What follows belongs to an exercise in optimizing a design on an open flow for small area; a production flow would make more cautious choices.
In this exercise RTL edits were held to simulation tests only and were not proved equivalent to the original.
No activity file was given, so power comes from the tool's default toggle rates.

==> run a: inputs <==
==> flow/design.v <==
module idst_ao22 (
   input  logic a0, b0, a1, b1,
   output logic y
);
   assign y = (a0 & b0) | (a1 & b1);
endmodule
module idst_aoi222 (
   input  logic a0, b0, a1, b1, a2, b2,
   output logic y
);
   assign y = ~((a0 & b0) | (a1 & b1) | (a2 & b2));
endmodule
module idst_nand4 (
   input  logic [3:0] a,
   output logic       y
);
   assign y = ~&a;
endmodule
module idst_nand3 (
   input  logic [2:0] a,
   output logic       y
);
   assign y = ~&a;
endmodule
module idst_or3 (
   input  logic [2:0] a,
   output logic       y
);
   assign y = |a;
endmodule
module idst_nand2 (
   input  logic a, b,
   output logic y
);
   assign y = ~(a & b);
endmodule
module idst_ao2111 (
   input  logic       a, b,
   input  logic [2:0] c,
   output logic       y
);
   assign y = (a & b) | (|c);
endmodule
module idst_rdbit #(
   parameter int N = 32
) (
   input  logic [N-1:0] s,
   input  logic [N-1:0] d,
   output logic         y
);
   logic [10:0] g;                            
   logic [2:0]  h;
   for (genvar k = 0; k < 10; k++) begin : grp
      idst_aoi222 u (.a0(s[3*k]), .b0(d[3*k]), .a1(s[3*k+1]), .b1(d[3*k+1]),
                     .a2(s[3*k+2]), .b2(d[3*k+2]), .y(g[k]));
   end
   idst_nand4 n0 (.a(g[3:0]), .y(h[0]));
   idst_nand4 n1 (.a(g[7:4]), .y(h[1]));
   if (N == 33) begin : n33
      idst_aoi222 u (.a0(s[30]), .b0(d[30]), .a1(s[31]), .b1(d[31]),
                     .a2(s[32]), .b2(d[32]), .y(g[10]));
      idst_nand3 n2 (.a(g[10:8]), .y(h[2]));
      idst_or3   o  (.a(h),       .y(y));
   end else begin : n32
      idst_nand2 u (.a(s[30]), .b(d[30]), .y(g[10]));
      idst_nand3 n2 (.a(g[10:8]), .y(h[2]));
      idst_ao2111 o (.a(s[31]), .b(d[31]), .c(h), .y(y));
   end
endmodule
module id_stage (
   input  logic        clk,
   input  logic        rst_n,
   input  logic        InValid,
   output logic        InReady,
   input  logic [31:0] Instr,
   input  logic        WbEn,
   input  logic [4:0]  WbAddr,
   input  logic [31:0] WbData,
   output logic        OutValid,
   input  logic        OutReady,
   output logic [31:0] InputA,
   output logic [31:0] InputB,
   output logic [2:0]  ALUop,
   output logic [4:0]  OutRd,
   output logic        OutWrEn
);
   logic [2:0]  op;
   logic [4:0]  rd, rs, rt;
   logic        is_nop, is_imm, is_reg;
   assign op     = Instr[31:29];
   assign rd     = Instr[28:24];
   assign rs     = Instr[23:19];
   assign rt     = Instr[18:14];
   assign is_nop = (op[2:1] == 2'b00);
   assign is_imm = (op[2:1] == 2'b11);
   assign is_reg = !is_nop && !is_imm;
   logic valid_q;
   logic hold;
   assign InReady = !valid_q || OutReady;
   assign hold    = !InReady;
   always_ff @(posedge clk or negedge rst_n) begin
      if (!rst_n)       valid_q <= 1'b0;
      else if (InReady) valid_q <= InValid;
   end
   logic [31:0] rf_q [32];    
   logic [31:0] rf_d [32];
   logic [31:1] rv_q;         
   logic [31:1] wsel, wkeep;
   always_comb begin
      for (int i = 1; i < 32; i++) begin
         wsel[i]  = WbEn && (WbAddr == 5'(i));
         wkeep[i] = !wsel[i];
      end
   end
   always_ff @(posedge clk or negedge rst_n) begin
      if (!rst_n) rv_q <= '0;
      else        rv_q <= rv_q | wsel;
   end
   for (genvar i = 1; i < 32; i++) begin : row
      for (genvar b = 0; b < 32; b++) begin : col
         idst_ao22 wr (.a0(wsel[i]), .b0(WbData[b]), .a1(wkeep[i]), .b1(rf_q[i][b]),
                       .y(rf_d[i][b]));
      end
      always_ff @(posedge clk) rf_q[i] <= rf_d[i];
   end
   logic [31:1] sel_a, sel_b;
   logic        imm_en;
   always_comb begin
      for (int i = 1; i < 32; i++) begin
         sel_a[i] = (rs == 5'(i)) && rv_q[i] && !is_nop && InReady;
         sel_b[i] = (rt == 5'(i)) && rv_q[i] && is_reg  && InReady;
      end
   end
   assign imm_en = is_imm && InReady;
   logic [31:0] a_q, b_q, a_d, b_d;
   for (genvar b = 0; b < 32; b++) begin : rdp
      logic [31:0] da, db;
      logic [32:0] sb, dbx;
      for (genvar i = 1; i < 32; i++) begin : r
         assign da[i-1] = rf_q[i][b];
      end
      assign da[31] = a_q[b];
      assign sb     = {imm_en, hold, sel_b};
      assign dbx    = {Instr[b < 14 ? b : 13], b_q[b], da[30:0]};
      idst_rdbit #(.N(32)) ua (.s({hold, sel_a}), .d(da),  .y(a_d[b]));
      idst_rdbit #(.N(33)) ub (.s(sb),            .d(dbx), .y(b_d[b]));
   end
   always_ff @(posedge clk) begin
      a_q <= a_d;
      b_q <= b_d;
   end
   logic [2:0] op_q, op_d;
   logic [4:0] rd_q, rd_d;
   logic       ld_rd;
   assign ld_rd = InReady && !is_nop;
   for (genvar k = 0; k < 3; k++) begin : opb
      idst_ao22 u (.a0(InReady), .b0(op[k]), .a1(hold), .b1(op_q[k]), .y(op_d[k]));
   end
   for (genvar k = 0; k < 5; k++) begin : rdb
      idst_ao22 u (.a0(ld_rd), .b0(rd[k]), .a1(hold), .b1(rd_q[k]), .y(rd_d[k]));
   end
   always_ff @(posedge clk) begin
      op_q <= op_d;
      rd_q <= rd_d;
   end
   assign OutValid = valid_q;
   assign InputA   = a_q;
   assign InputB   = b_q;
   assign ALUop    = op_q;
   assign OutRd    = rd_q;
   assign OutWrEn  = |rd_q;
endmodule
==> flow/flow/run.sh <==
#!/bin/bash
# Layout flow: the standard flow (standard synthesis unchanged), with
#  * port buffers of the smallest buffer cell instead of the resizer's pick,
#  * clock tree synthesis without dummy balancing loads, with clkbuf_8
#    buffers and leaf clusters of up to 12 flip-flops within 80 um.
# make's full output goes to flow.log in this folder; ORFS's per-step logs
# stay under orfs/logs/.
set -euo pipefail
cd "$(dirname "$0")/.."
bash standard.sh \
  "BUFFER_PORTS_ARGS=-buffer_cell sky130_fd_sc_hd__buf_1" \
  "CTS_ARGS=-sink_clustering_enable -repair_clock_nets -dont_use_dummy_load -sink_clustering_size 12 -sink_clustering_max_diameter 80 -buf_list {sky130_fd_sc_hd__clkbuf_8}" \
  finish > flow.log 2>&1
==> flow/standard.sh <==
#!/bin/bash
# synth_recipe.tcl (not shown) runs the flow's synth.tcl, then flattens the netlist and writes it again
# the make line also repeats each setting of config.mk as NAME=value (left out here)
make -C /OpenROAD-flow-scripts/flow DESIGN_CONFIG=/design/flow/config.mk WORK_HOME=/design/flow/orfs CLKGATE_MAP_FILE= SYNTH_SCRIPT=/design/flow/synth_recipe.tcl "${@:-finish}"
==> flow/config.mk <==
export PLATFORM = sky130hd
export DESIGN_NAME = id_stage
export DESIGN_NICKNAME = id_stage
export VERILOG_FILES = /design/flow/design.v
export SDC_FILE = /design/flow/constraint.sdc
export NUM_CORES = 4
export LEC_CHECK = 0
export CAP_MARGIN = 20
export CORE_MARGIN = 2
export CORE_UTILIZATION = 40
export SLEW_MARGIN = 20
export SYNTH_HIERARCHICAL = 1
==> flow/constraint.sdc <==
create_clock -name core_clock -period 5.0 [get_ports {clk}]
set_input_delay 1.0000 -clock core_clock [delete_from_list [all_inputs] [get_ports {clk}]]
set_output_delay 1.0000 -clock core_clock [all_outputs]
set_load 0.01 [all_outputs]
==> run b (differences from run a) <==
--- a/flow/design.v
+++ b/flow/design.v
@@ -29,2 +29,14 @@
    assign y = |a;
+endmodule
+module idst_and3 (
+   input  logic a, b, c,
+   output logic y
+);
+   assign y = a & b & c;
+endmodule
+module idst_and2 (
+   input  logic a, b,
+   output logic y
+);
+   assign y = a & b;
 endmodule
@@ -107,8 +119,14 @@
    logic [31:1] rv_q;         
-   logic [31:1] wsel, wkeep;
+   logic [31:1] wsel, wkeep, wsel_h, wkeep_h;
+   logic [3:0] whi;
+   logic [7:0] wlo;
    always_comb begin
-      for (int i = 1; i < 32; i++) begin
-         wsel[i]  = WbEn && (WbAddr == 5'(i));
-         wkeep[i] = !wsel[i];
-      end
+      for (int j = 0; j < 4; j++) whi[j] = WbEn && (WbAddr[4:3] == 2'(j));
+      for (int k = 0; k < 8; k++) wlo[k] = (WbAddr[2:0] == 3'(k));
+   end
+   for (genvar i = 1; i < 32; i++) begin : wdec
+      idst_and2  s0 (.a(whi[i/8]), .b(wlo[i%8]), .y(wsel[i]));
+      idst_and2  s1 (.a(whi[i/8]), .b(wlo[i%8]), .y(wsel_h[i]));
+      idst_nand2 k0 (.a(whi[i/8]), .b(wlo[i%8]), .y(wkeep[i]));
+      idst_nand2 k1 (.a(whi[i/8]), .b(wlo[i%8]), .y(wkeep_h[i]));
    end
@@ -120,4 +138,9 @@
       for (genvar b = 0; b < 32; b++) begin : col
-         idst_ao22 wr (.a0(wsel[i]), .b0(WbData[b]), .a1(wkeep[i]), .b1(rf_q[i][b]),
-                       .y(rf_d[i][b]));
+         if (b < 16) begin : lo
+            idst_ao22 wr (.a0(wsel[i]), .b0(WbData[b]), .a1(wkeep[i]), .b1(rf_q[i][b]),
+                          .y(rf_d[i][b]));
+         end else begin : hi
+            idst_ao22 wr (.a0(wsel_h[i]), .b0(WbData[b]), .a1(wkeep_h[i]), .b1(rf_q[i][b]),
+                          .y(rf_d[i][b]));
+         end
       end
@@ -125,9 +148,21 @@
    end
-   logic [31:1] sel_a, sel_b;
+   logic [31:1] sel_a, sel_b, sel_a_h, sel_b_h;
    logic        imm_en;
+   logic [3:0] ahi, bhi;
+   logic [7:0] alo, blo;
    always_comb begin
-      for (int i = 1; i < 32; i++) begin
-         sel_a[i] = (rs == 5'(i)) && rv_q[i] && !is_nop && InReady;
-         sel_b[i] = (rt == 5'(i)) && rv_q[i] && is_reg  && InReady;
-      end
+      for (int j = 0; j < 4; j++) begin
+         ahi[j] = (rs[4:3] == 2'(j)) && !is_nop && InReady;
+         bhi[j] = (rt[4:3] == 2'(j)) && is_reg  && InReady;
+      end
+      for (int k = 0; k < 8; k++) begin
+         alo[k] = (rs[2:0] == 3'(k));
+         blo[k] = (rt[2:0] == 3'(k));
+      end
+   end
+   for (genvar i = 1; i < 32; i++) begin : rsel
+      idst_and3 ua  (.a(ahi[i/8]), .b(alo[i%8]), .c(rv_q[i]), .y(sel_a[i]));
+      idst_and3 ub  (.a(bhi[i/8]), .b(blo[i%8]), .c(rv_q[i]), .y(sel_b[i]));
+      idst_and3 uah (.a(ahi[i/8]), .b(alo[i%8]), .c(rv_q[i]), .y(sel_a_h[i]));
+      idst_and3 ubh (.a(bhi[i/8]), .b(blo[i%8]), .c(rv_q[i]), .y(sel_b_h[i]));
    end
@@ -142,5 +177,8 @@
       assign da[31] = a_q[b];
-      assign sb     = {imm_en, hold, sel_b};
+      logic [31:1] sa, sbr;
+      assign sa     = (b < 16) ? sel_a : sel_a_h;
+      assign sbr    = (b < 16) ? sel_b : sel_b_h;
+      assign sb     = {imm_en, hold, sbr};
       assign dbx    = {Instr[b < 14 ? b : 13], b_q[b], da[30:0]};
-      idst_rdbit #(.N(32)) ua (.s({hold, sel_a}), .d(da),  .y(a_d[b]));
+      idst_rdbit #(.N(32)) ua (.s({hold, sa}), .d(da),  .y(a_d[b]));
       idst_rdbit #(.N(33)) ub (.s(sb),            .d(dbx), .y(b_d[b]));
==> flow/flow/run.sh (replaced) <==
#!/bin/bash
# Layout flow: the standard flow (standard synthesis unchanged), with
#  * port buffers of the smallest buffer cell instead of the resizer's pick,
#  * clock tree synthesis without dummy balancing loads, with clkbuf_8
#    buffers and leaf clusters of up to 16 flip-flops within 70 um.
# make's full output goes to flow.log in this folder; ORFS's per-step logs
# stay under orfs/logs/.
set -euo pipefail
cd "$(dirname "$0")/.."
bash standard.sh \
  "BUFFER_PORTS_ARGS=-buffer_cell sky130_fd_sc_hd__buf_1" \
  "CTS_ARGS=-sink_clustering_enable -repair_clock_nets -dont_use_dummy_load -sink_clustering_size 16 -sink_clustering_max_diameter 70 -buf_list {sky130_fd_sc_hd__clkbuf_8}" \
  finish > flow.log 2>&1
- CAP_MARGIN: 20 -> 10
- SLEW_MARGIN: 20 -> 10
==> run c (differences from run a) <==
--- a/flow/design.v
+++ b/flow/design.v
@@ -5,2 +5,8 @@
    assign y = (a0 & b0) | (a1 & b1);
+endmodule
+module idst_aoi22 (
+   input  logic a0, b0, a1, b1,
+   output logic y
+);
+   assign y = ~((a0 & b0) | (a1 & b1));
 endmodule
@@ -30,15 +36,2 @@
 endmodule
-module idst_nand2 (
-   input  logic a, b,
-   output logic y
-);
-   assign y = ~(a & b);
-endmodule
-module idst_ao2111 (
-   input  logic       a, b,
-   input  logic [2:0] c,
-   output logic       y
-);
-   assign y = (a & b) | (|c);
-endmodule
 module idst_rdbit #(
@@ -50,20 +43,18 @@
 );
-   logic [10:0] g;                            
-   logic [2:0]  h;
-   for (genvar k = 0; k < 10; k++) begin : grp
-      idst_aoi222 u (.a0(s[3*k]), .b0(d[3*k]), .a1(s[3*k+1]), .b1(d[3*k+1]),
-                     .a2(s[3*k+2]), .b2(d[3*k+2]), .y(g[k]));
+   localparam int NG = (N + 2) / 3;           
+   logic [NG-1:0] g;                          
+   logic [2:0]    h;
+   for (genvar k = 0; k < NG; k++) begin : grp
+      if (3*k + 2 < N) begin : g3
+         idst_aoi222 u (.a0(s[3*k]), .b0(d[3*k]), .a1(s[3*k+1]), .b1(d[3*k+1]),
+                        .a2(s[3*k+2]), .b2(d[3*k+2]), .y(g[k]));
+      end else begin : g2
+         idst_aoi22 u (.a0(s[3*k]), .b0(d[3*k]), .a1(s[3*k+1]), .b1(d[3*k+1]),
+                       .y(g[k]));
+      end
    end
-   idst_nand4 n0 (.a(g[3:0]), .y(h[0]));
-   idst_nand4 n1 (.a(g[7:4]), .y(h[1]));
-   if (N == 33) begin : n33
-      idst_aoi222 u (.a0(s[30]), .b0(d[30]), .a1(s[31]), .b1(d[31]),
-                     .a2(s[32]), .b2(d[32]), .y(g[10]));
-      idst_nand3 n2 (.a(g[10:8]), .y(h[2]));
-      idst_or3   o  (.a(h),       .y(y));
-   end else begin : n32
-      idst_nand2 u (.a(s[30]), .b(d[30]), .y(g[10]));
-      idst_nand3 n2 (.a(g[10:8]), .y(h[2]));
-      idst_ao2111 o (.a(s[31]), .b(d[31]), .c(h), .y(y));
-   end
+   idst_nand4 n0 (.a(g[3:0]),  .y(h[0]));
+   idst_nand4 n1 (.a(g[7:4]),  .y(h[1]));
+   idst_nand3 n2 (.a(g[10:8]), .y(h[2]));
+   idst_or3   o  (.a(h),       .y(y));
 endmodule
==> flow/run.sh (new file) <==
#!/bin/bash
# synth_recipe.tcl (not shown) runs the flow's synth.tcl, then flattens the netlist and writes it again
# the make line also repeats each setting of config.mk as NAME=value (left out here)
make -C /OpenROAD-flow-scripts/flow DESIGN_CONFIG=/design/flow/config.mk WORK_HOME=/design/flow/orfs CLKGATE_MAP_FILE= SYNTH_SCRIPT=/design/flow/synth_recipe.tcl finish
removed: flow/flow/run.sh
removed: flow/standard.sh
==> run d (differences from run a) <==
--- a/flow/design.v
+++ b/flow/design.v
@@ -29,2 +29,14 @@
    assign y = |a;
+endmodule
+module idst_and3 (
+   input  logic a, b, c,
+   output logic y
+);
+   assign y = a & b & c;
+endmodule
+module idst_and2 (
+   input  logic a, b,
+   output logic y
+);
+   assign y = a & b;
 endmodule
@@ -107,8 +119,14 @@
    logic [31:1] rv_q;         
-   logic [31:1] wsel, wkeep;
+   logic [31:1] wsel, wkeep, wsel_h, wkeep_h;
+   logic [3:0] whi;
+   logic [7:0] wlo;
    always_comb begin
-      for (int i = 1; i < 32; i++) begin
-         wsel[i]  = WbEn && (WbAddr == 5'(i));
-         wkeep[i] = !wsel[i];
-      end
+      for (int j = 0; j < 4; j++) whi[j] = WbEn && (WbAddr[4:3] == 2'(j));
+      for (int k = 0; k < 8; k++) wlo[k] = (WbAddr[2:0] == 3'(k));
+   end
+   for (genvar i = 1; i < 32; i++) begin : wdec
+      idst_and2  s0 (.a(whi[i/8]), .b(wlo[i%8]), .y(wsel[i]));
+      idst_and2  s1 (.a(whi[i/8]), .b(wlo[i%8]), .y(wsel_h[i]));
+      idst_nand2 k0 (.a(whi[i/8]), .b(wlo[i%8]), .y(wkeep[i]));
+      idst_nand2 k1 (.a(whi[i/8]), .b(wlo[i%8]), .y(wkeep_h[i]));
    end
@@ -120,4 +138,9 @@
       for (genvar b = 0; b < 32; b++) begin : col
-         idst_ao22 wr (.a0(wsel[i]), .b0(WbData[b]), .a1(wkeep[i]), .b1(rf_q[i][b]),
-                       .y(rf_d[i][b]));
+         if (b < 16) begin : lo
+            idst_ao22 wr (.a0(wsel[i]), .b0(WbData[b]), .a1(wkeep[i]), .b1(rf_q[i][b]),
+                          .y(rf_d[i][b]));
+         end else begin : hi
+            idst_ao22 wr (.a0(wsel_h[i]), .b0(WbData[b]), .a1(wkeep_h[i]), .b1(rf_q[i][b]),
+                          .y(rf_d[i][b]));
+         end
       end
@@ -125,9 +148,21 @@
    end
-   logic [31:1] sel_a, sel_b;
+   logic [31:1] sel_a, sel_b, sel_a_h, sel_b_h;
    logic        imm_en;
+   logic [3:0] ahi, bhi;
+   logic [7:0] alo, blo;
    always_comb begin
-      for (int i = 1; i < 32; i++) begin
-         sel_a[i] = (rs == 5'(i)) && rv_q[i] && !is_nop && InReady;
-         sel_b[i] = (rt == 5'(i)) && rv_q[i] && is_reg  && InReady;
-      end
+      for (int j = 0; j < 4; j++) begin
+         ahi[j] = (rs[4:3] == 2'(j)) && !is_nop && InReady;
+         bhi[j] = (rt[4:3] == 2'(j)) && is_reg  && InReady;
+      end
+      for (int k = 0; k < 8; k++) begin
+         alo[k] = (rs[2:0] == 3'(k));
+         blo[k] = (rt[2:0] == 3'(k));
+      end
+   end
+   for (genvar i = 1; i < 32; i++) begin : rsel
+      idst_and3 ua  (.a(ahi[i/8]), .b(alo[i%8]), .c(rv_q[i]), .y(sel_a[i]));
+      idst_and3 ub  (.a(bhi[i/8]), .b(blo[i%8]), .c(rv_q[i]), .y(sel_b[i]));
+      idst_and3 uah (.a(ahi[i/8]), .b(alo[i%8]), .c(rv_q[i]), .y(sel_a_h[i]));
+      idst_and3 ubh (.a(bhi[i/8]), .b(blo[i%8]), .c(rv_q[i]), .y(sel_b_h[i]));
    end
@@ -142,5 +177,8 @@
       assign da[31] = a_q[b];
-      assign sb     = {imm_en, hold, sel_b};
+      logic [31:1] sa, sbr;
+      assign sa     = (b < 16) ? sel_a : sel_a_h;
+      assign sbr    = (b < 16) ? sel_b : sel_b_h;
+      assign sb     = {imm_en, hold, sbr};
       assign dbx    = {Instr[b < 14 ? b : 13], b_q[b], da[30:0]};
-      idst_rdbit #(.N(32)) ua (.s({hold, sel_a}), .d(da),  .y(a_d[b]));
+      idst_rdbit #(.N(32)) ua (.s({hold, sa}), .d(da),  .y(a_d[b]));
       idst_rdbit #(.N(33)) ub (.s(sb),            .d(dbx), .y(b_d[b]));
==> flow/flow/run.sh (replaced) <==
#!/bin/bash
# Layout flow: the standard flow (standard synthesis unchanged), with
#  * port buffers of the smallest buffer cell instead of the resizer's pick,
#  * clock tree synthesis without dummy balancing loads, with clkbuf_8
#    buffers and leaf clusters of up to 14 flip-flops within 80 um.
# make's full output goes to flow.log in this folder; ORFS's per-step logs
# stay under orfs/logs/.
set -euo pipefail
cd "$(dirname "$0")/.."
bash standard.sh \
  "BUFFER_PORTS_ARGS=-buffer_cell sky130_fd_sc_hd__buf_1" \
  "CTS_ARGS=-sink_clustering_enable -repair_clock_nets -dont_use_dummy_load -sink_clustering_size 14 -sink_clustering_max_diameter 80 -buf_list {sky130_fd_sc_hd__clkbuf_8}" \
  finish > flow.log 2>&1
- CAP_MARGIN: 20 -> 10
- SLEW_MARGIN: 20 -> 10
==> flow_summary.yaml <==
cells_and_area:
  num-fill-cells: 9782
setup_path:
  critPathLaunchType: "flip-flop"
  crit_type: "flip-flop to primary output"
  critPathTopFamily: "buffers and inverters"
global_route:
  grt_usage: 0.315
  use_met2: 0.449
power:
  power_density_mw_per_mm2: 409
synth:
  synth.cell_area_sq_mm: 0.0416
  synth_cells: 3420
timing:
  fin_ws_ps: 1400
run_status:
  status: "no timing/DRC/antenna violations"
(the above is from run b)
==> flow_summary.yaml <==
global_route:
  use_met2: 0.444
  busiest_layer: "met1"
  grt_usage: 0.339
setup_path:
  critPathLaunchType: "input port"
  critPathTopFamily: "simple AND/OR/NAND/NOR gates"
  crit_type: "input port to flip-flop"
cells_and_area:
  num-fill-cells: 9601
synth:
  synth_cells: 3389
  synth.cell_area_sq_mm: 0.0416
timing:
  fin_ws_ps: 1300
  rsz0062_at_grt: "false"
run_status:
  status: "no timing/DRC/antenna violations"
route:
  antenna_left: 0
(the above is from run a)
==> flow_summary.yaml <==
run_status:
  status: "no timing/DRC/antenna violations"
setup_path:
  critPathLaunchType: "flip-flop"
  critical_path_arrival_ps: 4290
  critPathTopFamily: "simple AND/OR/NAND/NOR gates"
  crit_type: "flip-flop to flip-flop"
synth:
  syn-num-nets: 3496
  synth.cell_area_sq_mm: 0.0416
power:
  pwr-share-clk: 0.242
route:
  met1Wirelength_mm: 71.2
global_route:
  use_met2: 0.449
  globalRouteOverflowTotal: 0
cells_and_area:
  num-fill-cells: 9774
timing:
  tightest_slew_ps: 1320
(the above is from run d)
==> flow_summary.yaml <==
setup_path:
  critPathTopFamily: "buffers and inverters"
  critPathLaunchType: "input port"
  crit_type: "input port to primary output"
cells_and_area:
  num-fill-cells: 9093
timing:
  fin_ws_ps: 960
synth:
  synth_cells: 3389
  synth.cell_area_sq_mm: 0.0417
global_route:
  grt_usage: 0.339
  use_met2: 0.454
run_status:
  status: "no timing/DRC/antenna violations"
power:
  power_density_mw_per_mm2: 465
(the above is from run c)

[separate check: timing with driven ports]
No port has a modelled driver above. Below, the same layouts with a new extraction and two added sets of constraints. Step 1 (the two cells are an assumption about what drives the block):
set clk [get_ports {clk}]
set_driving_cell -lib_cell sky130_fd_sc_hd__clkbuf_16 $clk
set_driving_cell -lib_cell sky130_fd_sc_hd__buf_2 [delete_from_list [all_inputs] $clk]
Step 2 also shifts input and output timing later by t, the mid clock arrival at the registers, as if the neighbouring blocks saw the same clock. a / b / c = ideal / step 1 / step 2; a / b = the first two.
| run | t, ns | setup WS [ns] | worst hold slack (ns) |
|---|---|---|---|
| run a | 0.820 | 1.302 / 1.353 / 0.533 | 0.335 / 0.285 / 0.483 |
| run b | 0.796 | 1.396 / 1.329 / 0.686 | 0.377 / 0.379 / 0.480 |
| run c | 0.794 | 0.960 / 0.938 / 0.504 | 0.471 / 0.471 / 0.471 |
| run d | 0.817 | 1.317 / 1.317 / 0.581 | 0.354 / 0.348 / 0.476 |
After both steps setup and hold are still met in every run listed. The setup slack of run a, which loses most, moves by +0.051 ns with the drivers and by -0.769 ns with both steps.
